Context: an optimization exercise on an open-source flow, tuned for small area, a short achievable clock period and few clock cycles. The choices shown serve that exercise and are no tape-out recipe. Function was checked by simulation only, so behaviour that the tests miss may differ from the original. Power figures rest on the tool's default switching activity, not on a simulated workload.

$ cat flow/standard.sh
#!/bin/bash
# synth_recipe.tcl (not shown) runs the flow's synth.tcl, then flattens the netlist and writes it again
# the make line also repeats each setting of config.mk as NAME=value (left out here)
make -C /OpenROAD-flow-scripts/flow DESIGN_CONFIG=/design/flow/config.mk WORK_HOME=/design/flow/orfs CLKGATE_MAP_FILE= SYNTH_SCRIPT=/design/flow/synth_recipe.tcl "${@:-finish}"
$ cat flow/design.v
`timescale 1ns/1ps
`default_nettype none
package mem_pkg;
  localparam int MEM_TAG_BITS     = 4;
  localparam int NUM_MEM_TAGS     = 1 << MEM_TAG_BITS;
  localparam int WORD_OFFSET_BITS = 3;   
  localparam int ICACHE_IDX_BITS  = 5;
  localparam int ICACHE_TAG_BITS  = 8;
  typedef enum logic [1:0] {
    BUS_NONE  = 2'h0,
    BUS_LOAD  = 2'h1,
    BUS_STORE = 2'h2
  } bus_command_e;
  typedef logic [MEM_TAG_BITS-1:0] mem_tag_t;   
  typedef logic [63:0]             addr_t;
  typedef logic [63:0]             word_t;
  typedef enum logic [0:0] {
    DATA_LOAD  = 1'b0,
    DATA_STORE = 1'b1
  } data_op_e;
  typedef struct packed {
    addr_t addr;
  } fetch_req_t;
  typedef struct packed {
    data_op_e op;
    addr_t    addr;
    word_t    data;
  } data_req_t;
  typedef struct packed {
    bus_command_e command;
    addr_t        addr;
    word_t        data;
  } bus_req_t;
  typedef struct packed {
    mem_tag_t response;   
    mem_tag_t tag;        
    word_t    data;
  } bus_rsp_t;
endpackage
`default_nettype wire
`timescale 1ns/1ps
`default_nettype none
module mem_front_top #(
  parameter int QUEUE_DEPTH = 4
) (
  input  logic         clock,
  input  logic         reset,
  input  logic         fetch_req,           
  input  logic [63:0]  fetch_addr,
  output logic         fetch_ack,
  output logic [63:0]  fetch_data,
  input  logic         data_req,            
  input  logic [128:0] data_cmd,            
  output logic         data_ack,
  output logic [63:0]  load_data,
  output logic [1:0]   proc2mem_command,
  output logic [63:0]  proc2mem_addr,
  output logic [63:0]  proc2mem_data,
  input  logic [3:0]   mem2proc_response,
  input  logic [63:0]  mem2proc_data,
  input  logic [3:0]   mem2proc_tag
);
  logic       own_f;     
  logic       f_acked;   
  logic       f_pend;    
  logic [3:0] f_tag;
  logic       d_pend;    
  logic f_bid, d_bid, d_store, accepted, f_ret, d_ret;
  assign d_store  = data_cmd[128];
  assign f_bid    = own_f && fetch_req && !f_pend;
  assign d_bid    = !own_f && data_req && !d_pend;
  assign accepted = (mem2proc_response != 4'd0);
  assign proc2mem_command = {d_bid && d_store, f_bid || (d_bid && !d_store)};
  assign proc2mem_addr    = {data_cmd[127:80] & {48{!own_f}},
                             own_f ? fetch_addr[15:3] : data_cmd[79:67],
                             data_cmd[66:64]};
  assign proc2mem_data    = data_cmd[63:0];
  logic [3:0] tag_x;
  logic       tag_eq, tag_nz;
  assign tag_x  = mem2proc_tag ^ f_tag;
  assign tag_eq = !(tag_x[0] || tag_x[1] || tag_x[2] || tag_x[3]);
  assign tag_nz = mem2proc_tag[0] || mem2proc_tag[1] || mem2proc_tag[2] || mem2proc_tag[3];
  assign f_ret  = f_pend && tag_eq;
  assign d_ret  = d_pend && tag_nz && !tag_eq;
  assign fetch_ack  = f_ret;
  assign fetch_data = mem2proc_data;
  assign data_ack   = d_ret || (d_bid && d_store && accepted);
  assign load_data  = mem2proc_data;
  always_ff @(posedge clock) begin
    if (reset) begin
      own_f   <= 1'b0;
      f_acked <= 1'b0;
      f_pend  <= 1'b0;
      d_pend  <= 1'b0;
    end else begin
      own_f   <= f_acked || (fetch_req && !f_pend && !(f_bid && accepted) && !f_ret);
      f_acked <= f_ret;
      if (f_ret) f_pend <= 1'b0;
      else if (f_bid && accepted) f_pend <= 1'b1;
      if (d_ret) d_pend <= 1'b0;
      else if (d_bid && !d_store && accepted) d_pend <= 1'b1;
    end
  end
  always_ff @(posedge clock) begin
    if (reset || f_ret) f_tag <= 4'd0;
    else if (f_bid && accepted) f_tag <= mem2proc_response;
  end
endmodule
`default_nettype wire
$ cat flow/flow/run.sh
#!/bin/bash
# The standard layout, with the smallest buffer on every port.
set -euo pipefail
export BUFFER_PORTS_ARGS="-buffer_cell sky130_fd_sc_hd__buf_1"
bash standard.sh > standard.log 2>&1
$ cat flow/config.mk
export PLATFORM = sky130hd
export DESIGN_NAME = mem_front_top
export DESIGN_NICKNAME = mem_front_top
export VERILOG_FILES = /design/flow/design.v
export SDC_FILE = /design/flow/constraint.sdc
export NUM_CORES = 4
export LEC_CHECK = 0
export ABC_AREA = 1
export CAP_MARGIN = 20
export CORE_AREA = 5 5 180 180
export CTS_BUF_LIST = sky130_fd_sc_hd__clkbuf_2
export DIE_AREA = 0 0 185 185
export SETUP_SLACK_MARGIN = 2.72
export SLEW_MARGIN = 20
$ cat flow/constraint.sdc
create_clock -name core_clock -period 6.0 [get_ports {clock}]
set_input_delay 1.2000 -clock core_clock [delete_from_list [all_inputs] [get_ports {clock}]]
set_output_delay 1.2000 -clock core_clock [all_outputs]
set_load 0.01 [all_outputs]
==> results_dict.tcl, run 1 <==
set metrics [dict create \
    outcome "finished clean" \
    maxCapViolations 0 \
    p_per_area_nw_per_um2 102.1 \
    cts-root-buf "clkbuf_2" \
    numCtsBuffers 3 \
    drtIter0Drc 65 \
    critPathLaunch "mem2proc_tag[2]" \
    clock.fmax_mhz 315.4 \
    syn_avg_cell_area_um2 5.939 \
    initial_utilization 0.08236 \
    startpoint_type "input pin" \
    clock_sinks 8 \
    grt_util_all_layers 0.05185 \
    place.gp.congestion 0.6902 \
    path_class "input pin to output pin" \
    ys.flop_type "dfxtp_1" \
    cts.htree.levels 1 \
    worst_slew_pin_slew_ns 0.4775 \
    grt_first_pass_wirelength_mm 12.74 \
    netlist_area_um2 2506 \
    setup_viol 0 \
    cts.clk_slew.worst_paths_ns 0.07 \
    place_inst 767 \
    arrival_ns 1.97 \
    synth_commonest_cells "buf_4, inv_1, nand2_1" \
    row_count 64 \
    grt_pass1_vias 1807 \
    irDropWorstVdd_mv 0.09947 \
    yosysSeqAreaShare 0.06390 \
    vias 2067 \
    place_hpwl_mm 9.155 \
    fin_crit_ns 3.170 \
    areaGrowthSynthToFinish_pct -16.13 \
    routedWlPerCell_um 13.70 \
    dr.pass1.iters 4 \
    cp_max_fo 2 \
    synth.most_common_cell "buf_4" \
    required_ns 4.80 \
    diodes 0 \
    grt_overflow 0 \
    hold_class "flip-flop to flip-flop" \
    async_reset_ff_frac 0 \
    antenna_found_initial 0 \
    synthDistinctLibCells 15 \
    core_area_um2 30430 \
    boundaryPins 529 \
    dieArea_um2 34230 \
    yosys_warnings 1 \
    port_buffers 151 \
    skew_ns 0.009678 \
    synthCells 422 \
    die_w_um 185 \
    holdWs_ns 0.4343 \
    synth_top_area_share 0.5841 \
    drive_above_1_share 0.04011 \
    synth_area_leaders "buf_4, inv_1, nand2_1, nor2_1, dfxtp_1" \
    fin_setup_tns_ns 0 \
    finalNonFillerCells 770 \
    cts_tree "done" \
    final_hold_viol_count 0 \
    grt_start_max_net_pins 37 \
    p_leak_nw 0.9536 \
    postRouteAntennaNets 0 \
    r2r_start "own_f$_SDFF_PP0_" \
    synth_enable_flop_cells 0 \
    cp-end-kind "output pin" \
    fin_crit_sh 0.5284 \
    clock_latency_ns 0.25 \
    totalWireLength_mm 10.55 \
    vias_per_cell 2.684 \
    post_cts_buffers 0 \
    rsz0062_at_grt "no" \
    fin_util 0.06908 \
    yosys.area.top_type "buf_4" \
    drcViolationCount 0 \
    clockBufferDepth 2 \
    slew_headroom 0.6813 \
    maxSlewViolCount 0 \
    ys_ff_latch 8 \
    dieHeight_um 185 \
    fin_nets 645 \
    hold_start "f_acked$_SDFF_PP0_" \
    synth.net_count 691 \
]
==> per-stage QoR <==
| step | cell area, µm² | setup slack (ns) | power (mW) |
|---|---|---|---|
| finish | 2102 | 2.830 | 0.2147 |
| global route | 2102 | 2.741 | 0.2336 |
| CTS | 2085 | 2.745 | 0.2160 |
| detailed placement | 2067 | 2.759 | 0.1829 |
| global placement | 2067 | 2.799 | 0.1816 |
| floorplan | 2506 | 3.084 | 0.2585 |
==> cell type report <==
class	instances	area, µm²
sequential	8	163.9
fill	3661	28330
multi-input combinational	142	586.8
tap	396	495.5
inverter	69	259.0
clock buffer	3	15.01
timing repair buffer	152	581.8
==> cell families (layout without fill, tap and decap cells) <==
group | after synthesis | count (layout) | share of synthesized area
AO/OA/AOI/OAI | 4 | 4 | 0.009489
buffers and inverters | 272 | 224 | 0.7059
AND/OR/NAND/NOR | 138 | 138 | 0.2207
flip-flops | 8 | 8 | 0.06390
==> metal layers <==
metal	GRT usage	part of all wire
met5	0.02429	0.011
met4	0.04668	0.094
met3	0.05931	0.25
met1	0.04759	0.29
met2	0.05694	0.35
==> cells in the final DEF, fill, tap and decap left out, drive strengths merged <==
cell type	count
buf	149
inv	69
nand2	69
nor2	60
dfxtp	8
nand3	7
clkbuf	6
a21oi	2
nor4	1
nor3	1
a31oi	1
a21boi	1
==> worst paths after layout <==
kind	slack, ns	cells past startpoint	to
worst min register to register	0.43	2	own_f$_SDFF_PP0_
worst max-delay path	2.83	9	data_ack
worst max register to register	4.54	5	f_tag[0]$_SDFFE_PP0P_
worst min-delay path	0.43	2	own_f$_SDFF_PP0_
==> registers in the layout, summed over array words and instances, names as in the netlist <==
signal   flops
f_tag        4
d_pend       1
f_acked      1
f_pend       1
own_f        1
==> report_power, final <==
part | internal, mW | switching (mW) | total [mW] | leakage (nW)
Sequential | 0.0553 | 0.00704 | 0.0623 | 0.0658
Combinational | 0.0436 | 0.0755 | 0.119 | 0.875
Clock | 0.0136 | 0.0197 | 0.0333 | 0.0125
Total | 0.113 | 0.102 | 0.215 | 0.954
==> what timing repair did <==
action | CTS | global route
hold buffers | 0 | 0
endpoints found under the setup margin | 13 | 9
pin swaps | 0 | 1
resized for setup | 1 | 7
==> critical path, cell delays in order <==
cell and delay, ns:
buf_1 0.11, inv_1 0.06, nand2_1 0.05, nand2_1 0.06, nor2_2 0.14, nand2_1 0.07
nand2_1 0.09, nand2_1 0.06, clkbuf_2 0.13
Testbench counts, summed over its fixed seeds: cycles 24,588.
==> inputs of run 2 (changes only) <==
==> flow/config.mk (replaced) <==
export PLATFORM = sky130hd
export DESIGN_NAME = mem_front_top
export DESIGN_NICKNAME = mem_front_top
export VERILOG_FILES = /design/flow/design.v
export SDC_FILE = /design/flow/constraint.sdc
export NUM_CORES = 4
export LEC_CHECK = 0
export CAP_MARGIN = 20
export CORE_AREA = 5 5 176 176
export CTS_BUF_LIST = sky130_fd_sc_hd__clkbuf_2
export DIE_AREA = 0 0 181 181
export SETUP_SLACK_MARGIN = 2.72
export SLEW_MARGIN = 20
==> run 2 against run 1 <==
Sequential power down 0.8%. Combinational power up 5%. Clock-buffer cell count unchanged. Sequential share of layout area up 0.099 points. Clock power down 5%. Power up 1.5%. Flip-flop and latch count unchanged. Final area down 1.3%. Register-to-register slack worse by 0.31 ns. Utilization up 0.30 points. Critical path depth down 4. Critical path type unchanged. Highest routed layer is now met4.
==> results_dict.tcl, run 2 <==
set metrics [dict create \
    outcome "finished clean" \
    core_area_um2 28780 \
    setup_viol 0 \
    fin_crit_ns 3.218 \
    hold_depth 1 \
    startpoint_type "input pin" \
    r2r-end "own_f$_SDFF_PP0_" \
    place_hpwl_mm 9.243 \
    dieHeight_um 181 \
    hold_class "flip-flop to flip-flop" \
    synthCells 309 \
    synth_area_leaders "buf_4, nor2b_1, dfxtp_1, mux2_2, a221oi_1" \
    fin_crit_sh 0.5363 \
    largest_reg_flops 4 \
    skew_ns 0.0009929 \
    synth_compound_area_frac 0.05113 \
    fin_util 0.07212 \
    numCtsBuffers 3 \
    areaGrowthSynthToFinish_pct -12.55 \
    totalWireLength_mm 10.82 \
    r2r_setup_slack_ns 4.23 \
    dr.pass1.iters 4 \
    final_common_cell "buf_1" \
    m1WireLength_mm 2.950 \
    grt_pass1_vias 1698 \
    drtIter0Drc 77 \
    drcViolationCount 0 \
    routed.top_layer "met4" \
    synth.net_count 578 \
    synth_enable_flop_cells 0 \
    cts.htree.levels 1 \
    yosys_warnings 1 \
    clock.fmax_mhz 310.7 \
    grt_overflow 0 \
    met2_wirelength_mm 4.976 \
    irDropWorstVdd_mv 0.03229 \
    postRouteAntennaNets 0 \
    clock_sinks 8 \
    fin_nets 534 \
    finalNonFillerCells 648 \
    cp_max_fo 3 \
    muxShareOfSynthArea 0.06168 \
    synth-simple-area-share 0.1682 \
    r2r_cells 4 \
    clock_latency_ns 0.24 \
    synth_top_area_share 0.6199 \
    routed-wl-met3_mm 2.170 \
    cts_tree "done" \
    syn_avg_cell_area_um2 7.681 \
    boundaryPins 529 \
    ys_ff_latch 8 \
    hold_start "f_acked$_SDFF_PP0_" \
    die_w_um 181 \
    top_register "f_tag" \
    whs_endpoint "own_f$_SDFF_PP0_" \
    p_per_area_nw_per_um2 105.0 \
    r2r_start "own_f$_SDFF_PP0_" \
    row_count 62 \
    worst_slew_pin_slew_ns 0.4123 \
    cts.clk_slew.worst_paths_ns 0.07 \
    grt_util_all_layers 0.05739 \
    cp-end-kind "output pin" \
    antenna_found_initial 1 \
    vias_per_cell 2.562 \
    grt_start_max_net_pins 38 \
    synthDistinctLibCells 27 \
    final_hold_viol_count 0 \
    yosysSeqAreaShare 0.06747 \
    synth_top_family_by_area "buffers and inverters" \
    dieArea_um2 32760 \
    place_inst 642 \
    synth.most_common_cell "buf_4" \
    routedWlPerCell_um 16.70 \
    vias 1660 \
    clockBufferDepth 2 \
    required_ns 4.80 \
    holdWs_ns 0.4438 \
    slew_headroom 0.7212 \
    ys.flop_type "dfxtp_1" \
    drive_above_1_share 0.1521 \
    port_buffers 151 \
    p_leak_nw 0.5861 \
    grt_first_pass_wirelength_mm 13.22 \
    cts-root-buf "clkbuf_2" \
    place.gp.congestion 0.7012 \
    netlist_area_um2 2374 \
    synthAdderAreaFrac 0 \
    initial_utilization 0.08247 \
    fin_setup_tns_ns 0 \
    maxCapViolations 0 \
    n_fill_cell 3399 \
    mostFrequentLayoutCells "buf_1, nor2b_1, mux2_2" \
    maxSlewViolCount 0 \
    path_class "input pin to output pin" \
    synthXorXnorAreaFrac 0.01476 \
    yosys.area.top_type "buf_4" \
    synth_commonest_cells "buf_4, nor2b_1, mux2_2" \
    rsz0062_at_grt "no" \
    arrival_ns 2.02 \
    async_reset_ff_frac 0 \
]
==> run 2: cell type report <==
| cell class | instances | area [µm²] | area share |
|---|---|---|---|
| sequential | 8 | 163.9 | 0.07896 |
| antenna | 1 | 2.502 | 0.001206 |
| inverter | 3 | 11.26 | 0.005425 |
| clock buffer | 3 | 15.01 | 0.007233 |
| timing repair buffer | 154 | 624.3 | 0.3008 |
| multi-input combinational | 95 | 778.2 | 0.3749 |
| tap | 384 | 480.5 | 0.2315 |
==> run 2: cells by family (layout without fill, tap and decap cells) <==
group	count (synthesis)	count (layout)
buffers and inverters	206	160
flip-flops	8	8
other	0	1
XOR/XNOR	4	4
AND/OR/NAND/NOR	62	62
multiplexers	13	13
AO/OA/AOI/OAI	16	16
==> run 2: worst max path at each step <==
stage | start | to | slack (ns)
after floorplan | data_req | data_ack | 2.85
after global placement | mem2proc_response[3] | data_ack | 2.56
after detailed placement | mem2proc_response[3] | data_ack | 2.55
after CTS | mem2proc_tag[1] | data_ack | 2.73
after global routing | data_req | proc2mem_command[1] | 2.71
final | mem2proc_tag[0] | fetch_ack | 2.78
==> run 2: critical path, cell delays in order <==
cell	delay [ns]
clkbuf_2	0.13
xnor2_2	0.16
nand4_1	0.21
nor2_1	0.16
clkbuf_2	0.15
==> run 2: metal layers <==
layer	vias up	track usage
li1	690	-
met1	638	0.04450
met2	238	0.09290
met3	94	0.04705
met4	0	0.04533
met5	-	0
==> run 2: stage by stage <==
step                worst slack (ns)  cell area (µm²)  total power [mW]
floorplan                      2.847             2374            0.2538
global placement               2.559             1929            0.1761
detailed placement             2.546             1929            0.1778
CTS                            2.727             1968            0.2107
global route                   2.713             2076            0.2354
finish                         2.782             2076            0.2180
==> run 2: what timing repair did <==
item,CTS,global route
resized for setup,6,23
hold buffers,0,0
endpoints found under the setup margin,4,3
cloned,0,0
buffers inserted,1,1
hold endpoints to repair,0,0
pin swaps,1,3
==> run 2: report_power, final <==
part / internal (mW) / leakage [nW] / switching, mW
Clock: 0.0136 / 0.0125 / 0.0181
Sequential: 0.0553 / 0.0658 / 0.00647
Combinational: 0.0558 / 0.508 / 0.0687
Total: 0.125 / 0.586 / 0.0933
==> inputs of run 3 (changes only) <==
--- a/flow/config.mk
+++ b/flow/config.mk
@@ -6,8 +6,10 @@
 export NUM_CORES = 4
 export LEC_CHECK = 0
 export CAP_MARGIN = 20
-export CORE_AREA = 5 5 176 176
+export CORE_AREA = 5 5 195 195
 export CTS_BUF_LIST = sky130_fd_sc_hd__clkbuf_2
-export DIE_AREA = 0 0 181 181
-export SETUP_SLACK_MARGIN = 2.72
+export CTS_CLUSTER_DIAMETER = 300
+export CTS_CLUSTER_SIZE = 30
+export DIE_AREA = 0 0 200 200
+export SETUP_SLACK_MARGIN = 2.65
 export SLEW_MARGIN = 20
==> run 3 against run 2 <==
Worst hold slack gained 0.0090 ns. First-iteration DRC count is 45% lower. Sequential share of layout area barely moved. Largest cell class unchanged. Critical endpoint is now data_ack. Register-to-register slack better by 0.05 ns. Still clean. Clock skew grew 0.0050 ns. Sequential power about the same. Area after synthesis did not move. Combinational power decreased by about 10%. Maximum frequency is 3.7% lower. Largest power group unchanged. Critical path depth fell by 1.
==> results_dict.tcl, run 3 <==
set metrics [dict create \
    outcome "finished clean" \
    cts_tree "done" \
    ys.flop_type "dfxtp_1" \
    m1WireLength_mm 2.275 \
    ys_ff_latch 8 \
    clockBufferDepth 2 \
    yosys_warnings 1 \
    cp_max_fo 2 \
    largest_reg_flops 4 \
    r2r_start "own_f$_SDFF_PP0_" \
    totalWireLength_mm 10.81 \
    postRouteAntennaNets 0 \
    drive_above_1_share 0.09542 \
    p_switching_uw 87.49 \
    p_clk_frac 0.154 \
    synth_commonest_cells "buf_4, nor2b_1, mux2_2" \
    grt_overflow 0 \
    routedWlPerCell_um 14.89 \
    clock.fmax_mhz 299.3 \
    place.gp.congestion 0.5926 \
    port_buffers 151 \
    final_hold_viol_count 0 \
    skew_ns 0.006010 \
    vias_per_cell 2.337 \
    drcViolationCount 0 \
    hold_start "f_acked$_SDFF_PP0_" \
    row_count 69 \
    r2r_setup_slack_ns 4.28 \
    r2r_cells 4 \
    seq_power_share 0.300 \
    antenna_found_initial 5 \
    hold_depth 1 \
    yosysSeqAreaShare 0.06747 \
    netlist_area_um2 2374 \
    crit_path_end "data_ack" \
    r2r-end "own_f$_SDFF_PP0_" \
    setup_viol 0 \
    routed.top_layer "met5" \
    finalNonFillerCells 726 \
    syn_avg_cell_area_um2 7.681 \
    final_common_cell "buf_1" \
    synthDistinctLibCells 27 \
    yosys.area.top_type "buf_4" \
    p_per_area_nw_per_um2 99.25 \
    cts_hold_buf 0 \
    switching_share 0.4252 \
    dieHeight_um 200 \
    top_register "f_tag" \
    initial_utilization 0.06673 \
    cts.clk_slew.worst_paths_ns 0.07 \
    synthCells 309 \
    maxSlewViolCount 0 \
    place_hpwl_mm 9.573 \
    maxCapViolations 0 \
    grt_start_max_net_pins 35 \
    place_inst 719 \
    drtIter0Drc 42 \
    dieArea_um2 40000 \
    cp-end-kind "output pin" \
    die_w_um 200 \
    mostFrequentLayoutCells "buf_1, nor2b_1, mux2_2" \
    async_reset_ff_frac 0 \
    grt_first_pass_wirelength_mm 13.32 \
    cts-root-buf "clkbuf_2" \
    p_leak_nw 0.5217 \
    startpoint_type "input pin" \
    areaGrowthSynthToFinish_pct -12.65 \
    boundaryPins 529 \
    hold_class "flip-flop to flip-flop" \
    arrival_ns 2.14 \
    power.internal_uw 118.3 \
    clock_latency_ns 0.25 \
    core_area_um2 35570 \
    fin_setup_tns_ns 0 \
    worst_slew_pin_slew_ns 0.4769 \
    fin_crit_sh 0.5568 \
    synth_enable_flop_cells 0 \
    grt_util_all_layers 0.04805 \
    required_ns 4.80 \
    rsz0062_at_grt "yes" \
    dr.pass1.iters 4 \
    synth_area_leaders "buf_4, nor2b_1, dfxtp_1, mux2_2, a221oi_1" \
    fin_nets 533 \
    combPwrFrac 0.546 \
    routed-wl-met3_mm 2.627 \
    clock_sinks 8 \
    synth.most_common_cell "buf_4" \
    slew_headroom 0.6779 \
    cts.htree.levels 1 \
    numCtsBuffers 3 \
    vias 1697 \
    met2_wirelength_mm 4.815 \
    fin_crit_ns 3.341 \
    critPathLaunch "mem2proc_tag[1]" \
    synth_top_area_share 0.6199 \
    path_class "input pin to output pin" \
    grt_pass1_vias 1779 \
    irDropWorstVdd_mv 0.03646 \
    synth.net_count 578 \
]
-- run 3: cell counts after synthesis --
No cell type changed its count.
-- run 3: layout make-up --
type / count / area [µm²]
Multi-Input combinational cell: 95 / 711.9
Tap cell: 461 / 576.8
Fill cell: 4211 / 33500
Inverter: 3 / 11.26
Antenna cell: 3 / 7.507
Clock buffer: 3 / 15.01
Sequential cell: 8 / 163.9
Timing Repair Buffer: 153 / 586.8
-- run 3: kinds of logic after synthesis --
| kind of cell | after synthesis | synth area share |
|---|---|---|
| simple gates | 62 | 0.1682 |
| compound gates | 16 | 0.05113 |
| xor+xnor | 4 | 0.01476 |
| mux | 13 | 0.06168 |
| buf+inv | 206 | 0.6368 |
| flops | 8 | 0.06747 |
-- run 3: worst min-delay path by stage --
stage	endpoint	slack (ns)
2_1_floorplan	own_f$_SDFF_PP0_	0.42
3_3_place_gp	own_f$_SDFF_PP0_	0.43
3_5_place_dp	own_f$_SDFF_PP0_	0.43
4_1_cts	own_f$_SDFF_PP0_	0.45
5_1_grt	own_f$_SDFF_PP0_	0.49
6_report	own_f$_SDFF_PP0_	0.45
-- run 3: power groups by stage --
stage / Clock, mW / Combinational (mW) / Sequential [mW]
3_5_place_dp: 0 / 0.115 / 0.0634
2_1_floorplan: 0 / 0.196 / 0.0581
3_3_place_gp: 0 / 0.114 / 0.0629
6_report: 0.0317 / 0.112 / 0.0618
5_1_grt: 0.0383 / 0.127 / 0.0627
4_1_cts: 0.0309 / 0.116 / 0.0620
-- run 3: stage by stage --
step	utilization	hold WS, ns	setup WS (ns)	area, µm²	power (mW)
floorplan	-	0.4177	2.847	2374	0.2538
global placement	0.05695	0.4287	2.562	2026	0.1766
detailed placement	0.05695	0.4296	2.555	2026	0.1780
CTS	0.05772	0.4527	2.652	2053	0.2085
global route	0.05808	0.4908	2.616	2066	0.2285
finish	0.05829	0.4528	2.659	2073	0.2058
-- run 3: routing by layer --
| metal | GRT usage | vias to the layer above |
|---|---|---|
| met3 | 0.04985 | 103 |
| met4 | 0.04478 | 6 |
| met2 | 0.07597 | 210 |
| met1 | 0.02968 | 686 |
| met5 | 0 | - |
| li1 | - | 692 |
-- run 3: timing repair --
item                                    CTS  global route
gates cloned                              0             0
buffers inserted                          1             0
resized for setup                         2             4
endpoints found under the setup margin    3             3
pin swaps                                 1             0
endpoints found under the hold margin     0             0
-- run 3: critical path, stage by stage --
cell and delay, ns:
buf_1 0.10, o41ai_1 0.51, o21ai_0 0.16, buf_1 0.16
==> inputs of run 4 (changes only) <==
--- a/flow/config.mk
+++ b/flow/config.mk
@@ -8,8 +8,6 @@
 export CAP_MARGIN = 20
 export CORE_AREA = 5 5 195 195
 export CTS_BUF_LIST = sky130_fd_sc_hd__clkbuf_2
-export CTS_CLUSTER_DIAMETER = 300
-export CTS_CLUSTER_SIZE = 30
 export DIE_AREA = 0 0 200 200
 export SETUP_SLACK_MARGIN = 2.65
 export SLEW_MARGIN = 20
==> run 4 against run 3 <==
Utilization is the same. Sequential share of layout area is the same. Highest routed layer unchanged. Still clean. Global-route usage stayed put.
==> results_dict.tcl, run 4 <==
set metrics [dict create \
    drtIter0Drc 42 \
    synth_top_area_share 0.6199 \
    rsz0062_at_grt "yes" \
    r2r_setup_slack_ns 4.28 \
    p_leak_nw 0.5217 \
    fin_crit_sh 0.5568 \
    row_count 69 \
    fin_crit_ns 3.341 \
    grt_first_pass_wirelength_mm 13.32 \
    async_reset_ff_frac 0 \
    grt_pass1_vias 1779 \
    clock_latency_ns 0.25 \
    dr.pass1.iters 4 \
    irDropWorstVdd_mv 0.03646 \
    cp-end-kind "output pin" \
    grt_overflow 0 \
    cp_common_cell "buf_1" \
    power.internal_uw 118.3 \
    cp_max_fo 2 \
    cp.depth 4 \
    dieHeight_um 200 \
    die_w_um 200 \
    p_switching_uw 87.49 \
    arrival_ns 2.14 \
    antenna_found_initial 5 \
    synth_area_leaders "buf_4, nor2b_1, dfxtp_1, mux2_2, a221oi_1" \
    drive_above_1_share 0.09542 \
    synth.net_count 578 \
    maxSlewViolCount 0 \
    routedWlPerCell_um 14.89 \
    p_clk_frac 0.154 \
    r2r-end "own_f$_SDFF_PP0_" \
    maxCapViolations 0 \
    cts.htree.levels 1 \
    path_class "input pin to output pin" \
    path_buf_inv 2 \
    r2r_cells 4 \
    setup_viol 0 \
    vias_per_cell 2.337 \
    synthDistinctLibCells 27 \
    mostFrequentLayoutCells "buf_1, nor2b_1, mux2_2" \
    grt_util_all_layers 0.04805 \
    worstPathCellList "buf_1, o41ai_1, o21ai_0, buf_1" \
    final_common_cell "buf_1" \
    synth_commonest_cells "buf_4, nor2b_1, mux2_2" \
    largest_reg_flops 4 \
    skew_ns 0.006010 \
    place.gp.congestion 0.5926 \
    hold_class "flip-flop to flip-flop" \
    numCtsBuffers 3 \
    worst_slew_pin_slew_ns 0.4769 \
    yosysSeqAreaShare 0.06747 \
    totalWireLength_mm 10.81 \
    n_fill_cell 4211 \
    synth.most_common_cell "buf_4" \
    fin_setup_tns_ns 0 \
    yosys.area.top_type "buf_4" \
    outcome "finished clean" \
    slowest_stage "o41ai_1" \
    postRouteAntennaNets 0 \
    netlist_area_um2 2374 \
    cts-root-buf "clkbuf_2" \
    cts.clk_slew.worst_paths_ns 0.07 \
    boundaryPins 529 \
    r2r_start "own_f$_SDFF_PP0_" \
    yosys_warnings 1 \
    areaGrowthSynthToFinish_pct -12.65 \
    top_register "f_tag" \
    fin_nets 533 \
    whs_endpoint "own_f$_SDFF_PP0_" \
    fin_util 0.05829 \
    port_buffers 151 \
    combPwrFrac 0.546 \
    startpoint_type "input pin" \
    setup_slack_ns 2.659 \
    hold_depth 1 \
    required_ns 4.80 \
    syn_avg_cell_area_um2 7.681 \
    hold_start "f_acked$_SDFF_PP0_" \
    cts_tree "done" \
    dieArea_um2 40000 \
    place_hpwl_mm 9.573 \
    drcViolationCount 0 \
    ys.flop_type "dfxtp_1" \
    place_ws_ns 2.555 \
    p_per_area_nw_per_um2 99.25 \
    vias 1697 \
    switching_share 0.4252 \
    clockBufferDepth 2 \
    cp_top_family "compound AO/OA/AOI/OAI gates" \
    synth_enable_flop_cells 0 \
    cp_slowest_stage_delay_ns 0.51 \
    slew_headroom 0.6779 \
    synthCells 309 \
    final_hold_viol_count 0 \
    ys_ff_latch 8 \
    initial_utilization 0.06673 \
    grt_start_max_net_pins 35 \
    clock.fmax_mhz 299.3 \
    core_area_um2 35570 \
    clock_sinks 8 \
    seq_power_share 0.300 \
]
## run 4: cell counts after synthesis
Identical to the previous run, type by type.
## run 4: per-stage QoR
step | hold WS [ns] | instance area [µm²] | std cells | total power [mW]
2_1_floorplan | 0.4177 | 2374 | 309 | 0.2538
3_3_place_gp | 0.4287 | 2026 | 719 | 0.1766
3_5_place_dp | 0.4296 | 2026 | 719 | 0.1780
4_1_cts | 0.4527 | 2053 | 723 | 0.2085
5_1_grt | 0.4908 | 2066 | 723 | 0.2285
6_report | 0.4528 | 2073 | 726 | 0.2058
## run 4: how the worst max path moves through the flow
| stage | start | to |
|---|---|---|
| after floorplan | data_req | data_ack |
| final | mem2proc_tag[1] | data_ack |
| after global placement | mem2proc_response[3] | data_ack |
| after global routing | mem2proc_tag[3] | data_ack |
| after CTS | mem2proc_tag[1] | data_ack |
| after detailed placement | mem2proc_response[3] | data_ack |
## run 4: metal layers
metal / global-route usage / up-vias / part of all wire
li1: - / 692 / -
met1: 0.02968 / 686 / 0.21
met2: 0.07597 / 210 / 0.45
met3: 0.04985 / 103 / 0.24
met4: 0.04478 / 6 / 0.097
met5: 0 / - / 0.0038
## run 4: timing repair
action | CTS | global route
resized for setup | 2 | 4
endpoints found under the setup margin | 3 | 3
setup buffers | 1 | 0
hold buffers | 0 | 0
pin swaps | 1 | 0
gates cloned | 0 | 0
## run 4: logic make-up after synthesis
logic type,Yosys count,share of synthesized area
multiplexers,13,0.06168
flip-flops,8,0.06747
AND/OR/NAND/NOR,62,0.1682
buffers and inverters,206,0.6368
AO/OA/AOI/OAI,16,0.05113
XOR/XNOR,4,0.01476
## run 4: layout make-up
class                   instances  area (µm²)  share of cell area
diodes                          3       7.507            0.003621
clock buffers                   3       15.01            0.007242
inverters                       3       11.26            0.005431
multi-input cells              95       711.9              0.3434
flip-flops and latches          8       163.9             0.07906
well taps                     461       576.8              0.2782
repair buffers                153       586.8              0.2830
## run 4: power by group through the flow
stage | clock, mW | combinational, mW | sequential [mW]
after floorplan | 0 | 0.196 | 0.0581
after global placement | 0 | 0.114 | 0.0629
after detailed placement | 0 | 0.115 | 0.0634
after CTS | 0.0309 | 0.116 | 0.0620
after global routing | 0.0383 | 0.127 | 0.0627
final | 0.0317 | 0.112 | 0.0618
==> inputs of run 5 (changes only) <==
--- a/flow/config.mk
+++ b/flow/config.mk
@@ -9,5 +9,5 @@
 export CORE_AREA = 5 5 195 195
 export CTS_BUF_LIST = sky130_fd_sc_hd__clkbuf_2
 export DIE_AREA = 0 0 200 200
-export SETUP_SLACK_MARGIN = 2.65
+export SETUP_SLACK_MARGIN = 2.8
 export SLEW_MARGIN = 20
==> run 5 against run 4 <==
Clock power about the same. Global-route usage about the same. Synthesized cell count unchanged. Final area increased by 8.0%. Utilization increased by 0.47 points. Largest cell class unchanged.
==> results_dict.tcl, run 5 <==
set metrics [dict create \
    worst_slew_pin_slew_ns 0.3866 \
    yosys.area.top_type "buf_4" \
    vias 1697 \
    hold_depth 1 \
    cts.htree.levels 1 \
    core_area_um2 35570 \
    cp_max_fo 2 \
    rsz0062_at_grt "yes" \
    fin_area_um2 2240 \
    r2r_start "own_f$_SDFF_PP0_" \
    yosysSeqAreaShare 0.06747 \
    cts_tree "done" \
    dieArea_um2 40000 \
    ys_ff_latch 8 \
    placed_area_um2 2026 \
    syn_avg_cell_area_um2 7.681 \
    path_class "input pin to output pin" \
    p_per_area_nw_per_um2 97.78 \
    cp_top_family "simple AND/OR/NAND/NOR gates" \
    fin_crit_sh 0.5355 \
    numCtsBuffers 3 \
    synth_enable_flop_cells 0 \
    path_buf_inv 2 \
    areaGrowthSynthToFinish_pct -5.640 \
    synth.most_common_cell "buf_4" \
    cts.clk_slew.worst_paths_ns 0.07 \
    largest_reg_flops 4 \
    n_fill_cell 4192 \
    clock_sinks 8 \
    dr.pass1.iters 4 \
    required_ns 4.80 \
    fin_nets 535 \
    grt_start_max_net_pins 35 \
    final_common_cell "buf_1" \
    grt_overflow 0 \
    async_reset_ff_frac 0 \
    combPwrFrac 0.567 \
    finalNonFillerCells 728 \
    grt_first_pass_wirelength_mm 13.45 \
    yosys_warnings 1 \
    hold_class "flip-flop to flip-flop" \
    cp_slowest_stage_delay_ns 0.32 \
    multi_input_area_um2 804.5 \
    power.internal_uw 127.4 \
    dieHeight_um 200 \
    clockBufferDepth 2 \
    irDropWorstVdd_mv 0.03739 \
    routedWlPerCell_um 15.02 \
    slowest_stage "nor4_4" \
    grt_pass1_vias 1782 \
    place_hpwl_mm 9.573 \
    final-seq-area_um2 163.9 \
    maxCapViolations 0 \
    synth_area_leaders "buf_4, nor2b_1, dfxtp_1, mux2_2, a221oi_1" \
    netlist_area_um2 2374 \
    hold_start "f_acked$_SDFF_PP0_" \
    p_leak_nw 0.6067 \
    switching_share 0.4180 \
    drcViolationCount 0 \
    clock_latency_ns 0.24 \
    synthCells 309 \
    fin_setup_tns_ns 0 \
    r2r_cells 5 \
    antenna_found_initial 5 \
    p_switching_uw 91.55 \
    setup_slack_ns 2.787 \
    worstPathCellList "buf_6, nor4_4, nand2b_4, o21ai_2, buf_2" \
    postRouteAntennaNets 0 \
    synth_top_area_share 0.6199 \
    drtIter0Drc 44 \
    ys.flop_type "dfxtp_1" \
    initial_utilization 0.06673 \
    row_count 69 \
    place_inst 719 \
    fin_crit_ns 3.213 \
    boundaryPins 529 \
    synth_commonest_cells "buf_4, nor2b_1, mux2_2" \
    clock.fmax_mhz 311.2 \
    place_ws_ns 2.555 \
    seq_power_share 0.287 \
    setup_viol 0 \
    maxSlewViolCount 0 \
    cp-end-kind "output pin" \
    synth.net_count 578 \
    arrival_ns 2.01 \
    totalWireLength_mm 10.93 \
    vias_per_cell 2.331 \
    synthDistinctLibCells 27 \
    place.gp.congestion 0.5926 \
    mostFrequentLayoutCells "buf_1, nor2b_1, mux2_2" \
    port_buffers 151 \
    grt_util_all_layers 0.04847 \
    finalPower_uw 219.0 \
    startpoint_type "input pin" \
    die_w_um 200 \
    cts_hold_buf 0 \
    outcome "finished clean" \
    drive_above_1_share 0.1629 \
    r2r_setup_slack_ns 4.27 \
    p_clk_frac 0.146 \
    final_hold_viol_count 0 \
    cts-root-buf "clkbuf_2" \
    skew_ns 0.002662 \
    r2r-end "own_f$_SDFF_PP0_" \
    top_register "f_tag" \
    whs_endpoint "own_f$_SDFF_PP0_" \
    slew_headroom 0.7394 \
]
-- run 5: cell counts after synthesis --
Identical to the previous run, type by type.
-- run 5: what timing repair did --
action | 4_1_cts | 5_1_grt
endpoints found under the hold margin | 0 | 0
gates resized for setup | 38 | 4
setup endpoints to repair | 14 | 3
pin swaps | 6 | 7
setup buffers | 1 | 2
-- run 5: cells by family (layout without fill, tap and decap cells) --
kind of cell / after synthesis / in the layout / share of synthesized area
buffers and inverters: 206 / 161 / 0.6368
and+or+nand+nor: 62 / 62 / 0.1682
AOI/OAI and AO/OA: 16 / 16 / 0.05113
muxes: 13 / 13 / 0.06168
DFF: 8 / 8 / 0.06747
xor gates and xnor gates: 4 / 4 / 0.01476
other: 0 / 3 / 0
-- run 5: cell type report --
type / instances / share of cell area
Multi-Input combinational cell: 95 / 0.3592
Timing Repair Buffer: 155 / 0.2950
Tap cell: 461 / 0.2575
Sequential cell: 8 / 0.07318
Clock buffer: 3 / 0.006704
Inverter: 3 / 0.005028
Antenna cell: 3 / 0.003352
-- run 5: per-layer routing --
| layer | share of wire | routed length [µm] | up-vias | global-route usage |
|---|---|---|---|---|
| met5 | 0.0038 | 41 | - | 0 |
| met4 | 0.098 | 1070 | 6 | 0.04403 |
| met3 | 0.24 | 2667 | 100 | 0.05018 |
| met2 | 0.44 | 4836 | 225 | 0.07710 |
| met1 | 0.21 | 2318 | 672 | 0.03009 |
| li1 | - | - | 694 | - |
-- run 5: power by group through the flow --
stage / clock network (mW) / logic, mW / registers, mW
2_1_floorplan: 0 / 0.196 / 0.0581
6_report: 0.0320 / 0.124 / 0.0627
4_1_cts: 0.0309 / 0.125 / 0.0628
3_5_place_dp: 0 / 0.115 / 0.0634
3_3_place_gp: 0 / 0.114 / 0.0629
5_1_grt: 0.0383 / 0.139 / 0.0637
-- run 5: worst register-to-register path, stage by stage (launching register included) --
cell      delay (ns)
dfxtp_4         0.56
buf_6           0.33
nand3b_1        0.17
buf_4           0.19
o211a_1         0.22
o21a_1          0.16
-- run 5: worst max-delay path by stage --
stage | from | to | slack (ns) | depth (start not counted)
finish | mem2proc_response[2] | data_ack | 2.79 | 5
global route | mem2proc_response[2] | data_ack | 2.74 | 5
CTS | mem2proc_tag[0] | fetch_ack | 2.76 | 5
detailed placement | mem2proc_response[3] | data_ack | 2.55 | 5
global placement | mem2proc_response[3] | data_ack | 2.56 | 5
floorplan | data_req | data_ack | 2.85 | 3
-- run 5: through the flow --
step,utilization,hold slack (ns)
6_report,0.06297,0.4523
5_1_grt,0.06276,0.4908
4_1_cts,0.06152,0.4527
3_5_place_dp,0.05695,0.4296
3_3_place_gp,0.05695,0.4287
2_1_floorplan,-,0.4177
==> inputs of run 6 (changes only) <==
--- a/flow/config.mk
+++ b/flow/config.mk
@@ -9,5 +9,5 @@
 export CORE_AREA = 5 5 195 195
 export CTS_BUF_LIST = sky130_fd_sc_hd__clkbuf_2
 export DIE_AREA = 0 0 200 200
-export SETUP_SLACK_MARGIN = 2.8
+export SETUP_SLACK_MARGIN = 2.5
 export SLEW_MARGIN = 20
==> run 6 against run 5 <==
Critical path depth did not move. Register-to-register slack got worse by 0.12 ns. Utilization decreased by 0.53 points. Cell count fell by 0.55%. Worst setup slack lost 0.23 ns. Critical path type unchanged.
==> results_dict.tcl, run 6 <==
set metrics [dict create \
    async_reset_ff_frac 0 \
    cts.clk_slew.worst_paths_ns 0.07 \
    setup_viol 0 \
    required_ns 4.80 \
    maxSlewViolCount 0 \
    synth_top_area_share 0.6199 \
    cp_max_fo 8 \
    largest_reg_flops 4 \
    startpoint_type "input pin" \
    vias_per_cell 2.315 \
    boundaryPins 529 \
    antenna_found_initial 6 \
    areaGrowthSynthToFinish_pct -13.65 \
    drive_above_1_share 0.08046 \
    synth.net_count 578 \
    grt_util_all_layers 0.04784 \
    yosysSeqAreaShare 0.06747 \
    r2r_setup_slack_ns 4.15 \
    clock_sinks 8 \
    arrival_ns 2.24 \
    synthCells 309 \
    drcViolationCount 0 \
    grt_start_max_net_pins 35 \
    clock_latency_ns 0.24 \
    p_per_area_nw_per_um2 99.49 \
    final_common_cell "buf_1" \
    hold_class "flip-flop to flip-flop" \
    clock.fmax_mhz 290.4 \
    finalPower_uw 203.9 \
    rsz0062_at_grt "no" \
    vias 1676 \
    skew_ns 0.007015 \
    p_leak_nw 0.5146 \
    worst_slew_pin_slew_ns 0.4664 \
    row_count 69 \
    fin_crit_ns 3.444 \
    netlist_area_um2 2374 \
    irDropWorstVdd_mv 0.03567 \
    drtIter0Drc 42 \
    place.gp.congestion 0.5926 \
    dieHeight_um 200 \
    fin_setup_tns_ns 0 \
    outcome "finished clean" \
    synth_commonest_cells "buf_4, nor2b_1, mux2_2" \
    synth_enable_flop_cells 0 \
    routedWlPerCell_um 14.91 \
    numCtsBuffers 3 \
    cts_tree "done" \
    port_buffers 151 \
    totalWireLength_mm 10.79 \
    maxCapViolations 0 \
    ys_ff_latch 8 \
    top_register "f_tag" \
    cts.htree.levels 1 \
    dr.pass1.iters 4 \
    yosys_warnings 1 \
    post_cts_buffers 0 \
    dieArea_um2 40000 \
    fin_crit_sh 0.5740 \
    initial_utilization 0.06673 \
    synth.most_common_cell "buf_4" \
    postRouteAntennaNets 0 \
    grt_first_pass_wirelength_mm 13.19 \
    place_hpwl_mm 9.573 \
    synth_area_leaders "buf_4, nor2b_1, dfxtp_1, mux2_2, a221oi_1" \
    fin_nets 532 \
    fin_util 0.05762 \
    grt_overflow 0 \
    cts-root-buf "clkbuf_2" \
    grt_pass1_vias 1753 \
    slew_headroom 0.6850 \
    core_area_um2 35570 \
    path_class "input pin to output pin" \
    yosys.area.top_type "buf_4" \
    syn_avg_cell_area_um2 7.681 \
    synthDistinctLibCells 27 \
    clockBufferDepth 2 \
    final_hold_viol_count 0 \
    mostFrequentLayoutCells "buf_1, nor2b_1, mux2_2" \
    ys.flop_type "dfxtp_1" \
    cp-end-kind "output pin" \
    die_w_um 200 \
]
[run 6: cell counts after synthesis]
No cell type changed its count.
[run 6: path summary, 6_finish.rpt]
path                                      startpoint                to  cells after the start
worst max register to register      own_f$_SDFF_PP0_  own_f$_SDFF_PP0_                      4
worst min-delay path              f_acked$_SDFF_PP0_  own_f$_SDFF_PP0_                      1
worst max-delay path            mem2proc_response[3]          data_ack                      5
worst min register to register    f_acked$_SDFF_PP0_  own_f$_SDFF_PP0_                      1
[run 6: what timing repair did]
item	4_1_cts	5_1_grt
hold buffers	0	0
setup endpoints to repair	1	1
gates resized for setup	1	1
gates cloned	0	0
[run 6: kinds of logic after synthesis]
family / after synthesis / share of synthesized area
simple gates: 62 / 0.1682
compound gates: 16 / 0.05113
flops: 8 / 0.06747
xor+xnor: 4 / 0.01476
mux: 13 / 0.06168
buf+inv: 206 / 0.6368
[run 6: final cells by class]
| type | count | area (µm²) |
|---|---|---|
| multi-input cells | 95 | 701.9 |
| flip-flops and latches | 8 | 163.9 |
| fillers | 4211 | 33520 |
| inverters | 3 | 11.26 |
| well taps | 461 | 576.8 |
| repair buffers | 152 | 575.6 |
| clock buffers | 3 | 15.01 |
| diodes | 2 | 5.005 |
[run 6: stage by stage]
| step | instance area [µm²] | hold WS (ns) | instances | setup slack, ns |
|---|---|---|---|---|
| detailed placement | 2026 | 0.4296 | 719 | 2.555 |
| CTS | 2043 | 0.4527 | 722 | 2.554 |
| floorplan | 2374 | 0.4177 | 309 | 2.847 |
| finish | 2049 | 0.4600 | 724 | 2.556 |
| global placement | 2026 | 0.4287 | 719 | 2.562 |
| global route | 2044 | 0.4908 | 722 | 2.504 |
[run 6: power breakdown]
part	switching [mW]	internal, mW
clock	0.0177	0.0136
sequential	0.00632	0.0553
combinational	0.0625	0.0485
total	0.0865	0.117
[run 6: routing by layer]
| metal | vias to the layer above | part of all wire | track usage |
|---|---|---|---|
| met5 | - | 0.0044 | 0 |
| met4 | 8 | 0.098 | 0.04428 |
| met3 | 102 | 0.25 | 0.05153 |
| met2 | 203 | 0.44 | 0.07560 |
| met1 | 676 | 0.21 | 0.02856 |
| li1 | 687 | - | - |
[run 6: worst max-delay path, cell delays in order]
cell and delay, ns:
buf_1 0.11, nor4_4 0.49, nand2b_1 0.18, o21ai_0 0.09
buf_1 0.16
==> inputs of run 7 (changes only) <==
--- a/flow/config.mk
+++ b/flow/config.mk
@@ -6,8 +6,8 @@
 export NUM_CORES = 4
 export LEC_CHECK = 0
 export CAP_MARGIN = 20
-export CORE_AREA = 5 5 195 195
+export CORE_AREA = 5 5 180 180
 export CTS_BUF_LIST = sky130_fd_sc_hd__clkbuf_2
-export DIE_AREA = 0 0 200 200
-export SETUP_SLACK_MARGIN = 2.5
+export DIE_AREA = 0 0 185 185
+export SETUP_SLACK_MARGIN = 2.85
 export SLEW_MARGIN = 20
==> run 7 against run 6 <==
Non-clock buffer count rose by 5. Utilization up 1.1 points. Flip-flop and latch count unchanged. Global-route usage rose by 0.82 points. Register-to-register slack improved by 0.08 ns. Area after synthesis unchanged. Combinational power rose by 5%. Via count grew 4.8%. Cell count down 8.6%. Synthesized cell count stayed put. Clock-buffer cell count is the same.
==> results_dict.tcl, run 7 <==
set metrics [dict create \
    place_hpwl_mm 9.918 \
    rsz0062_at_grt "yes" \
    fin_setup_tns_ns 0 \
    areaGrowthSynthToFinish_pct -12.44 \
    place.gp.congestion 0.6118 \
    async_reset_ff_frac 0 \
    grt_util_all_layers 0.05601 \
    place_inst 654 \
    finalNonFillerCells 662 \
    synth_top_family_by_area "buffers and inverters" \
    fin_crit_sh 0.5293 \
    vias 1757 \
    whs_endpoint "own_f$_SDFF_PP0_" \
    netlist_area_um2 2374 \
    worst_slew_pin_slew_ns 0.3812 \
    yosys_warnings 1 \
    row_count 64 \
    synth_area_leaders "buf_4, nor2b_1, dfxtp_1, mux2_2, a221oi_1" \
    mostFrequentLayoutCells "buf_1, nor2b_1, mux2_2" \
    cts.htree.levels 1 \
    synthDistinctLibCells 27 \
    worstPathCellList "buf_8, nor4_4, nand2b_1, o21ai_1, buf_2" \
    hold_start "f_acked$_SDFF_PP0_" \
    boundaryPins 529 \
    yosysSeqAreaShare 0.06747 \
    fin_nets 537 \
    drtIter0Drc 29 \
    irDropWorstVdd_mv 0.02969 \
    numCtsBuffers 3 \
    cts-root-buf "clkbuf_2" \
    port_buffers 151 \
    arrival_ns 1.98 \
    syn_avg_cell_area_um2 7.681 \
    synth.net_count 578 \
    r2r_cells 4 \
    required_ns 4.80 \
    cts_tree "done" \
    hold_depth 1 \
    synthXorXnorAreaFrac 0.01476 \
    grt_overflow 0 \
    synthCells 309 \
    hold_class "flip-flop to flip-flop" \
    outcome "finished clean" \
    final_hold_viol_count 0 \
    grt_start_max_net_pins 50 \
    ys_ff_latch 8 \
    path_class "input pin to output pin" \
    grt_pass1_vias 1675 \
    skew_ns 0.01010 \
    muxShareOfSynthArea 0.06168 \
    place_ws_ns 2.599 \
    top_register "f_tag" \
    diodes 0 \
    drive_above_1_share 0.1504 \
    routedWlPerCell_um 16.92 \
    slew_headroom 0.7459 \
    cp_slowest_stage_delay_ns 0.32 \
    cp-end-kind "output pin" \
    p_per_area_nw_per_um2 101.3 \
    maxSlewViolCount 0 \
    clockBufferDepth 2 \
    vias_per_cell 2.654 \
    synth_top_area_share 0.6199 \
    r2r_setup_slack_ns 4.23 \
    totalWireLength_mm 11.20 \
    p_leak_nw 0.5914 \
    core_area_um2 30430 \
    antenna_found_initial 2 \
    postRouteAntennaNets 0 \
    clock_sinks 8 \
    die_w_um 185 \
    synth_enable_flop_cells 0 \
    setup_slack_ns 2.824 \
    synth_compound_area_frac 0.05113 \
    placed_area_um2 1951 \
    largest_reg_flops 4 \
    r2r_start "own_f$_SDFF_PP0_" \
    setup_viol 0 \
    finalPower_uw 210.5 \
    dr.pass1.iters 4 \
    slowest_stage "nor4_4" \
    ys.flop_type "dfxtp_1" \
    maxCapViolations 0 \
    r2r-end "own_f$_SDFF_PP0_" \
    fin_crit_ns 3.176 \
    synth.most_common_cell "buf_4" \
    drcViolationCount 0 \
    grt_first_pass_wirelength_mm 13.10 \
    cp_max_fo 2 \
    clock_latency_ns 0.24 \
    startpoint_type "input pin" \
    synth_commonest_cells "buf_4, nor2b_1, mux2_2" \
    final_common_cell "buf_1" \
    cts.clk_slew.worst_paths_ns 0.07 \
    clock.fmax_mhz 314.9 \
    holdWs_ns 0.4453 \
    fin_area_um2 2078 \
    dieArea_um2 34230 \
    synth-simple-area-share 0.1682 \
    dieHeight_um 185 \
    synthAdderAreaFrac 0 \
    fin_util 0.06830 \
    initial_utilization 0.07800 \
    yosys.area.top_type "buf_4" \
]
==> run 7: cell counts after synthesis <==
Identical to the previous run, type by type.
==> run 7: cells by family (layout without fill, tap and decap cells) <==
| logic type | Yosys count | count (layout) |
|---|---|---|
| buffers and inverters | 206 | 163 |
| and+or+nand+nor | 62 | 62 |
| xor gates and xnor gates | 4 | 4 |
| DFF | 8 | 8 |
| muxes | 13 | 13 |
| AOI/OAI and AO/OA | 16 | 16 |
==> run 7: where the power goes <==
part,internal [mW],switching [mW]
logic,0.0542,0.0632
clock network,0.0136,0.0187
registers,0.0553,0.00543
total,0.123,0.0874
==> run 7: area by class of cell <==
| cell class | count | area (µm²) |
|---|---|---|
| fillers | 3593 | 28350 |
| multi-input cells | 95 | 748.2 |
| repair buffers | 157 | 644.4 |
| well taps | 396 | 495.5 |
| flip-flops and latches | 8 | 163.9 |
| clock buffers | 3 | 15.01 |
| inverters | 3 | 11.26 |
==> run 7: what timing repair did <==
action | CTS | global route
hold buffers | 0 | 0
pin swaps | 3 | 2
resized for setup | 9 | 17
setup endpoints to repair | 9 | 3
buffers inserted | 3 | 2
cloned | 0 | 0
==> run 7: worst max-delay path: cells and delay by family <==
| kind | cells | cell delay [ns] |
|---|---|---|
| buffers and inverters | 2 | 0.25 |
| AND/OR/NAND/NOR | 2 | 0.47 |
| AO/OA/AOI/OAI | 1 | 0.06 |
==> run 7: worst max path at each step <==
stage                    startpoint       end  slack (ns)  cells after the start
2_1_floorplan       mem2proc_tag[0]  data_ack        2.87                      4
3_3_place_gp   mem2proc_response[3]  data_ack        2.61                      5
3_5_place_dp   mem2proc_response[3]  data_ack        2.60                      5
4_1_cts        mem2proc_response[1]  data_ack        2.79                      5
5_1_grt        mem2proc_response[3]  data_ack        2.78                      5
6_report       mem2proc_response[3]  data_ack        2.82                      5
==> run 7: metal layers <==
layer,GRT usage,share of wire,vias up
met5,0.02286,0.011,-
met4,0.04844,0.077,6
met3,0.05872,0.25,88
met2,0.08045,0.42,240
met1,0.04039,0.24,721
li1,-,-,702
==> inputs of run 8 (changes only) <==
--- a/flow/config.mk
+++ b/flow/config.mk
@@ -9,5 +9,5 @@
 export CORE_AREA = 5 5 180 180
 export CTS_BUF_LIST = sky130_fd_sc_hd__clkbuf_2
 export DIE_AREA = 0 0 185 185
-export SETUP_SLACK_MARGIN = 2.85
+export SETUP_SLACK_MARGIN = 2.68
 export SLEW_MARGIN = 20
==> run 8 against run 7 <==
Still clean. Final area fell by 4.8%. Register-to-register slack better by 0.11 ns. Critical path depth stayed put. Wire length shrank 18%. Power decreased by 2.5%. Synthesized cell count did not move. Sequential share of layout area increased by 0.27 points. Cell count fell by 0.60%. Die area unchanged. Clock power decreased by 6%. Largest power group unchanged.
==> results_dict.tcl, run 8 <==
set metrics [dict create \
    row_count 64 \
    setup_slack_ns 2.737 \
    synth.most_common_cell "buf_4" \
    setup_viol 0 \
    clock_latency_ns 0.23 \
    synthDistinctLibCells 27 \
    largest_reg_flops 4 \
    p_per_area_nw_per_um2 103.8 \
    cts_tree "done" \
    n_fill_cell 3619 \
    fin_crit_ns 3.263 \
    netlist_area_um2 2374 \
    place.gp.congestion 0.6481 \
    cts-root-buf "clkbuf_2" \
    yosys_warnings 1 \
    antenna_found_initial 0 \
    diodes 0 \
    totalWireLength_mm 9.215 \
    final_hold_viol_count 0 \
    clock.fmax_mhz 306.5 \
    fin_setup_tns_ns 0 \
    hold_class "flip-flop to flip-flop" \
    maxSlewViolCount 0 \
    ys.flop_type "dfxtp_1" \
    ys_ff_latch 8 \
    fin_crit_sh 0.5438 \
    drtIter0Drc 52 \
    areaGrowthSynthToFinish_pct -16.66 \
    maxCapViolations 0 \
    path_class "input pin to output pin" \
    busiest_layer "met2" \
    yosys.area.top_type "buf_4" \
    rsz0062_at_grt "no" \
    routedWlPerCell_um 14.00 \
    cp_slowest_stage_delay_ns 0.29 \
    clock_sinks 8 \
    core_area_um2 30430 \
    cts.clk_slew.worst_paths_ns 0.07 \
    die_w_um 185 \
    vias 1695 \
    slew_headroom 0.5693 \
    dieHeight_um 185 \
    worstPathCellList "buf_1, xnor2_1, and4_4, o21ai_0, clkbuf_2" \
    mostFrequentLayoutCells "buf_1, nor2b_1, mux2_2" \
    postRouteAntennaNets 0 \
    cp_max_fo 6 \
    top_register "f_tag" \
    use_met3 0.04144 \
    fin_nets 533 \
    dieArea_um2 34230 \
    p_leak_nw 0.5218 \
    slowest_stage "and4_4" \
    cp_top_family "buffers and inverters" \
    synth_commonest_cells "buf_4, nor2b_1, mux2_2" \
    irDropWorstVdd_mv 0.03819 \
    drcViolationCount 0 \
    path_buf_inv 2 \
    synth.net_count 578 \
    grt_overflow 0 \
    vias_per_cell 2.576 \
    cp-end-kind "output pin" \
    grt_pass1_vias 1646 \
    dr.pass1.iters 4 \
    port_buffers 151 \
    arrival_ns 2.06 \
    synth_area_leaders "buf_4, nor2b_1, dfxtp_1, mux2_2, a221oi_1" \
    synth_top_area_share 0.6199 \
    grt_util_all_layers 0.04479 \
    startpoint_type "input pin" \
    grt_first_pass_wirelength_mm 10.92 \
    initial_utilization 0.07800 \
    use_met2 0.05563 \
    drive_above_1_share 0.09160 \
    outcome "finished clean" \
    place_ws_ns 2.613 \
    final_common_cell "buf_1" \
    cts.htree.levels 1 \
    clockBufferDepth 2 \
    worst_slew_pin_slew_ns 0.6461 \
    boundaryPins 529 \
    async_reset_ff_frac 0 \
    met1_usage 0.03804 \
    place_hpwl_mm 7.930 \
    required_ns 4.80 \
    yosysSeqAreaShare 0.06747 \
    syn_avg_cell_area_um2 7.681 \
    synthCells 309 \
    grt_start_max_net_pins 41 \
    synth_enable_flop_cells 0 \
    numCtsBuffers 3 \
    skew_ns 0.001185 \
]
## run 8: changes by cell type in the layout (fill, tap and decap cells not counted), moves of 2 or more
cell / change
buf_6: -2
clkbuf_2: -2
buf_2: -2
xnor2_2: -4
xnor2_1: +4
buf_4: -4
buf_1: +7
## run 8: cell type report
| class | count | area, µm² | area share |
|---|---|---|---|
| clock buffers | 3 | 15.01 | 0.007590 |
| inverters | 3 | 11.26 | 0.005693 |
| flip-flops and latches | 8 | 161.4 | 0.08159 |
| multi-input cells | 95 | 711.9 | 0.3599 |
| well taps | 396 | 495.5 | 0.2505 |
| repair buffers | 153 | 583.1 | 0.2947 |
## run 8: per-layer routing
metal,part of all wire,vias up
li1,-,690
met1,0.27,685
met2,0.38,197
met3,0.24,123
met4,0.12,0
met5,0,-
## run 8: path summary, 6_finish.rpt
path                           end  slack [ns]               start  depth (start not counted)
hold / removal    own_f$_SDFF_PP0_        0.45  f_acked$_SDFF_PP0_                          1
setup / recovery          data_ack        2.74     mem2proc_tag[3]                          5
hold reg to reg   own_f$_SDFF_PP0_        0.45  f_acked$_SDFF_PP0_                          1
setup reg to reg  own_f$_SDFF_PP0_        4.34    own_f$_SDFF_PP0_                          3
## run 8: where the power goes
group	total [mW]	switching (mW)	internal, mW
Combinational	0.113	0.0636	0.0493
Clock	0.0306	0.0170	0.0136
Sequential	0.0619	0.00637	0.0555
Total	0.205	0.0869	0.118
## run 8: metrics by stage
stage / power (mW) / instance area, µm² / hold slack, ns / utilization / cells
4_1_cts: 0.2073 / 1967 / 0.4533 / 0.06464 / 658
3_3_place_gp: 0.1740 / 1944 / 0.4277 / 0.06390 / 654
6_report: 0.2053 / 1978 / 0.4488 / 0.06501 / 658
2_1_floorplan: 0.2538 / 2374 / 0.4177 / - / 309
3_5_place_dp: 0.1760 / 1944 / 0.4366 / 0.06390 / 654
5_1_grt: 0.2220 / 1978 / 0.4914 / 0.06501 / 658
## run 8: logic make-up (layout without fill, tap and decap cells)
group	Yosys count	after routing	share of synthesized area
XOR/XNOR	4	4	0.01476
flip-flops	8	8	0.06747
multiplexers	13	13	0.06168
AO/OA/AOI/OAI	16	16	0.05113
AND/OR/NAND/NOR	62	62	0.1682
buffers and inverters	206	159	0.6368
## run 8: what timing repair did
item | 4_1_cts | 5_1_grt
hold buffers | 0 | 0
endpoints found under the setup margin | 1 | 1
pin swaps | 1 | 0
gates resized for setup | 0 | 4
setup buffers | 1 | 0
==> inputs of run 9 (changes only) <==
--- a/flow/config.mk
+++ b/flow/config.mk
@@ -8,6 +8,8 @@
 export CAP_MARGIN = 20
 export CORE_AREA = 5 5 180 180
 export CTS_BUF_LIST = sky130_fd_sc_hd__clkbuf_2
+export CTS_CLUSTER_DIAMETER = 300
+export CTS_CLUSTER_SIZE = 30
 export DIE_AREA = 0 0 185 185
-export SETUP_SLACK_MARGIN = 2.68
+export SETUP_SLACK_MARGIN = 2.72
 export SLEW_MARGIN = 20
==> run 9 against run 8 <==
Register-to-register slack about the same. Largest cell class unchanged. Critical path depth unchanged. Clock skew about the same. Critical endpoint unchanged. Synthesized cell count unchanged. Combinational power about the same.
==> results_dict.tcl, run 9 <==
set metrics [dict create \
    p_per_area_nw_per_um2 102.8 \
    die_w_um 185 \
    maxCapViolations 0 \
    cts_tree "done" \
    irDropWorstVdd_mv 0.03807 \
    synth_top_area_share 0.6199 \
    yosys.area.top_type "buf_4" \
    critPathLaunch "mem2proc_tag[0]" \
    areaGrowthSynthToFinish_pct -14.97 \
    power.internal_uw 120.3 \
    grt_start_max_net_pins 41 \
    setup_viol 0 \
    fin_nets 534 \
    port_buffers 151 \
    yosys_warnings 1 \
    fin_util 0.06632 \
    cts_hold_buf 0 \
    fin_crit_ns 3.243 \
    grt_overflow 0 \
    clockBufferDepth 2 \
    core_area_um2 30430 \
    hold_depth 1 \
    totalWireLength_mm 9.185 \
    drtIter0Drc 51 \
    drive_above_1_share 0.1179 \
    seq_power_share 0.299 \
    initial_utilization 0.07800 \
    syn_avg_cell_area_um2 7.681 \
    hold_start "f_acked$_SDFF_PP0_" \
    cts-root-buf "clkbuf_2" \
    place_inst 654 \
    numCtsBuffers 3 \
    async_reset_ff_frac 0 \
    startpoint_type "input pin" \
    p_leak_nw 0.5524 \
    cts.clk_slew.worst_paths_ns 0.07 \
    synth_commonest_cells "buf_4, nor2b_1, mux2_2" \
    clock.fmax_mhz 308.4 \
    grt_util_all_layers 0.04479 \
    drcViolationCount 0 \
    arrival_ns 2.04 \
    p_switching_uw 87.19 \
    n_fill_cell 3613 \
    finalNonFillerCells 659 \
    synth.most_common_cell "buf_4" \
    antenna_found_initial 0 \
    synthCells 309 \
    grt_pass1_vias 1646 \
    routedWlPerCell_um 13.94 \
    rsz0062_at_grt "no" \
    largest_reg_flops 4 \
    postRouteAntennaNets 0 \
    cp_max_fo 6 \
    place_hpwl_mm 7.930 \
    netlist_area_um2 2374 \
    clock_latency_ns 0.23 \
    synth.net_count 578 \
    slowest_stage "and4_4" \
    cp_slowest_stage_delay_ns 0.28 \
    synth_enable_flop_cells 0 \
    yosysSeqAreaShare 0.06747 \
    final-seq-area_um2 161.4 \
    mostFrequentLayoutCells "buf_1, nor2b_1, mux2_2" \
    path_class "input pin to output pin" \
    switching_share 0.4203 \
    hold_class "flip-flop to flip-flop" \
    ys_ff_latch 8 \
    cp-end-kind "output pin" \
    maxSlewViolCount 0 \
    skew_ns 0.001186 \
    r2r_start "own_f$_SDFF_PP0_" \
    r2r_cells 3 \
    slew_headroom 0.5696 \
    dieHeight_um 185 \
    outcome "finished clean" \
    combPwrFrac 0.554 \
    holdWs_ns 0.4488 \
    clock_sinks 8 \
    multi_input_area_um2 742.0 \
    synth_area_leaders "buf_4, nor2b_1, dfxtp_1, mux2_2, a221oi_1" \
    final_common_cell "buf_1" \
    final_hold_viol_count 0 \
    diodes 0 \
    dr.pass1.iters 4 \
    row_count 64 \
    fin_crit_sh 0.5405 \
    p_clk_frac 0.147 \
    worstPathCellList "buf_1, xnor2_2, and4_4, o21ai_0, buf_2" \
    required_ns 4.80 \
    vias 1682 \
    top_register "f_tag" \
    grt_first_pass_wirelength_mm 10.92 \
    synthDistinctLibCells 27 \
    vias_per_cell 2.552 \
    dieArea_um2 34230 \
    place.gp.congestion 0.6481 \
    worst_slew_pin_slew_ns 0.6456 \
    cts.htree.levels 1 \
    ys.flop_type "dfxtp_1" \
    fin_setup_tns_ns 0 \
    boundaryPins 529 \
]
==> run 9: cell counts after synthesis <==
No cell type changed its count.
==> run 9: power groups by stage <==
stage / combinational (mW) / clock, mW / sequential, mW
3_3_place_gp: 0.111 / 0 / 0.0632
2_1_floorplan: 0.196 / 0 / 0.0581
3_5_place_dp: 0.112 / 0 / 0.0635
6_report: 0.115 / 0.0305 / 0.0621
4_1_cts: 0.114 / 0.0318 / 0.0623
5_1_grt: 0.127 / 0.0338 / 0.0632
==> run 9: repair_timing <==
| action | 4_1_cts | 5_1_grt |
|---|---|---|
| endpoints found under the setup margin | 1 | 2 |
| pin swaps | 1 | 1 |
| buffers inserted | 1 | 1 |
| resized for setup | 2 | 8 |
==> run 9: kinds of logic (layout without fill, tap and decap cells) <==
group | Yosys count | count (layout) | share of synthesized area
XOR/XNOR | 4 | 4 | 0.01476
AND/OR/NAND/NOR | 62 | 62 | 0.1682
AO/OA/AOI/OAI | 16 | 16 | 0.05113
multiplexers | 13 | 13 | 0.06168
flip-flops | 8 | 8 | 0.06747
buffers and inverters | 206 | 160 | 0.6368
==> run 9: path summary, 6_finish.rpt <==
kind / slack (ns) / endpoint
worst max register to register: 4.34 / own_f$_SDFF_PP0_
worst min register to register: 0.45 / own_f$_SDFF_PP0_
worst max-delay path: 2.76 / data_ack
worst min-delay path: 0.45 / own_f$_SDFF_PP0_
==> run 9: per-layer routing <==
| metal | vias to the layer above | track usage | wire (µm) |
|---|---|---|---|
| li1 | 692 | - | - |
| met1 | 679 | 0.03804 | 2482 |
| met2 | 193 | 0.05563 | 3436 |
| met3 | 118 | 0.04144 | 2140 |
| met4 | 0 | 0.05402 | 1125 |
| met5 | - | 0 | 0 |
==> run 9: critical path, delay by kind of cell <==
kind | cells | cell delay (ns)
AO/OA/AOI/OAI | 1 | 0.10
XOR/XNOR | 1 | 0.14
buffers and inverters | 2 | 0.31
AND/OR/NAND/NOR | 1 | 0.28
==> run 9: cell type report <==
cell class                      count  area share
Inverter                            3    0.005580
Timing Repair Buffer              154      0.2939
Multi-Input combinational cell     95      0.3676
Clock buffer                        3    0.007440
Sequential cell                     8     0.07998
Tap cell                          396      0.2455
==> run 9: through the flow <==
stage	total power [mW]	setup slack (ns)	area, µm²
finish	0.2074	2.757	2018
global route	0.2245	2.724	2018
CTS	0.2076	2.722	1969
detailed placement	0.1760	2.613	1944
global placement	0.1740	2.618	1944
floorplan	0.2538	2.847	2374

## static timing again, ports no longer ideal
No port has a modelled driver above. Below, the same layouts with a new extraction and two added sets of constraints. Step 1: set_driving_cell puts a clkbuf_16 on clock and a buf_2 on each other input, an assumption about the parent block. Step 2 adds t to the input delays and takes it off the output delays; t is the mean of the earliest and latest rising clock arrival at the registers after step 1. Input paths then give back, and output paths get back, about the clock's delay inside the block. a / b / c = ideal / step 1 / step 2; a / b = the first two.
run | t (ns) | setup slack, ns | worst setup path at the end | worst register clock-pin slew, ns | cell pins on the clock port's net
run 1 | 0.263 | 2.830 / 2.754 / 2.754 | input to output | 0.08 / 0.08 | 1
run 2 | 0.269 | 2.782 / 2.695 / 2.695 | input to output | 0.07 / 0.07 | 1
run 3 | 0.270 | 2.659 / 2.632 / 2.632 | input to output | 0.07 / 0.07 | 1
run 4 | 0.270 | 2.659 / 2.632 / 2.632 | input to output | 0.07 / 0.07 | 1
run 5 | 0.269 | 2.787 / 2.753 / 2.753 | input to output | 0.07 / 0.07 | 1
run 6 | 0.266 | 2.556 / 2.535 / 2.535 | input to output | 0.07 / 0.07 | 1
run 7 | 0.259 | 2.824 / 2.753 / 2.753 | input to output | 0.09 / 0.09 | 1
run 8 | 0.252 | 2.737 / 2.706 / 2.706 | input to output | 0.07 / 0.07 | 1
run 9 | 0.252 | 2.757 / 2.729 / 2.729 | input to output | 0.07 / 0.07 | 1
After both steps every run listed still meets setup and hold. For run 2, which loses most, drivers alone change the setup slack by -0.087 ns; drivers and shift together by -0.087 ns.
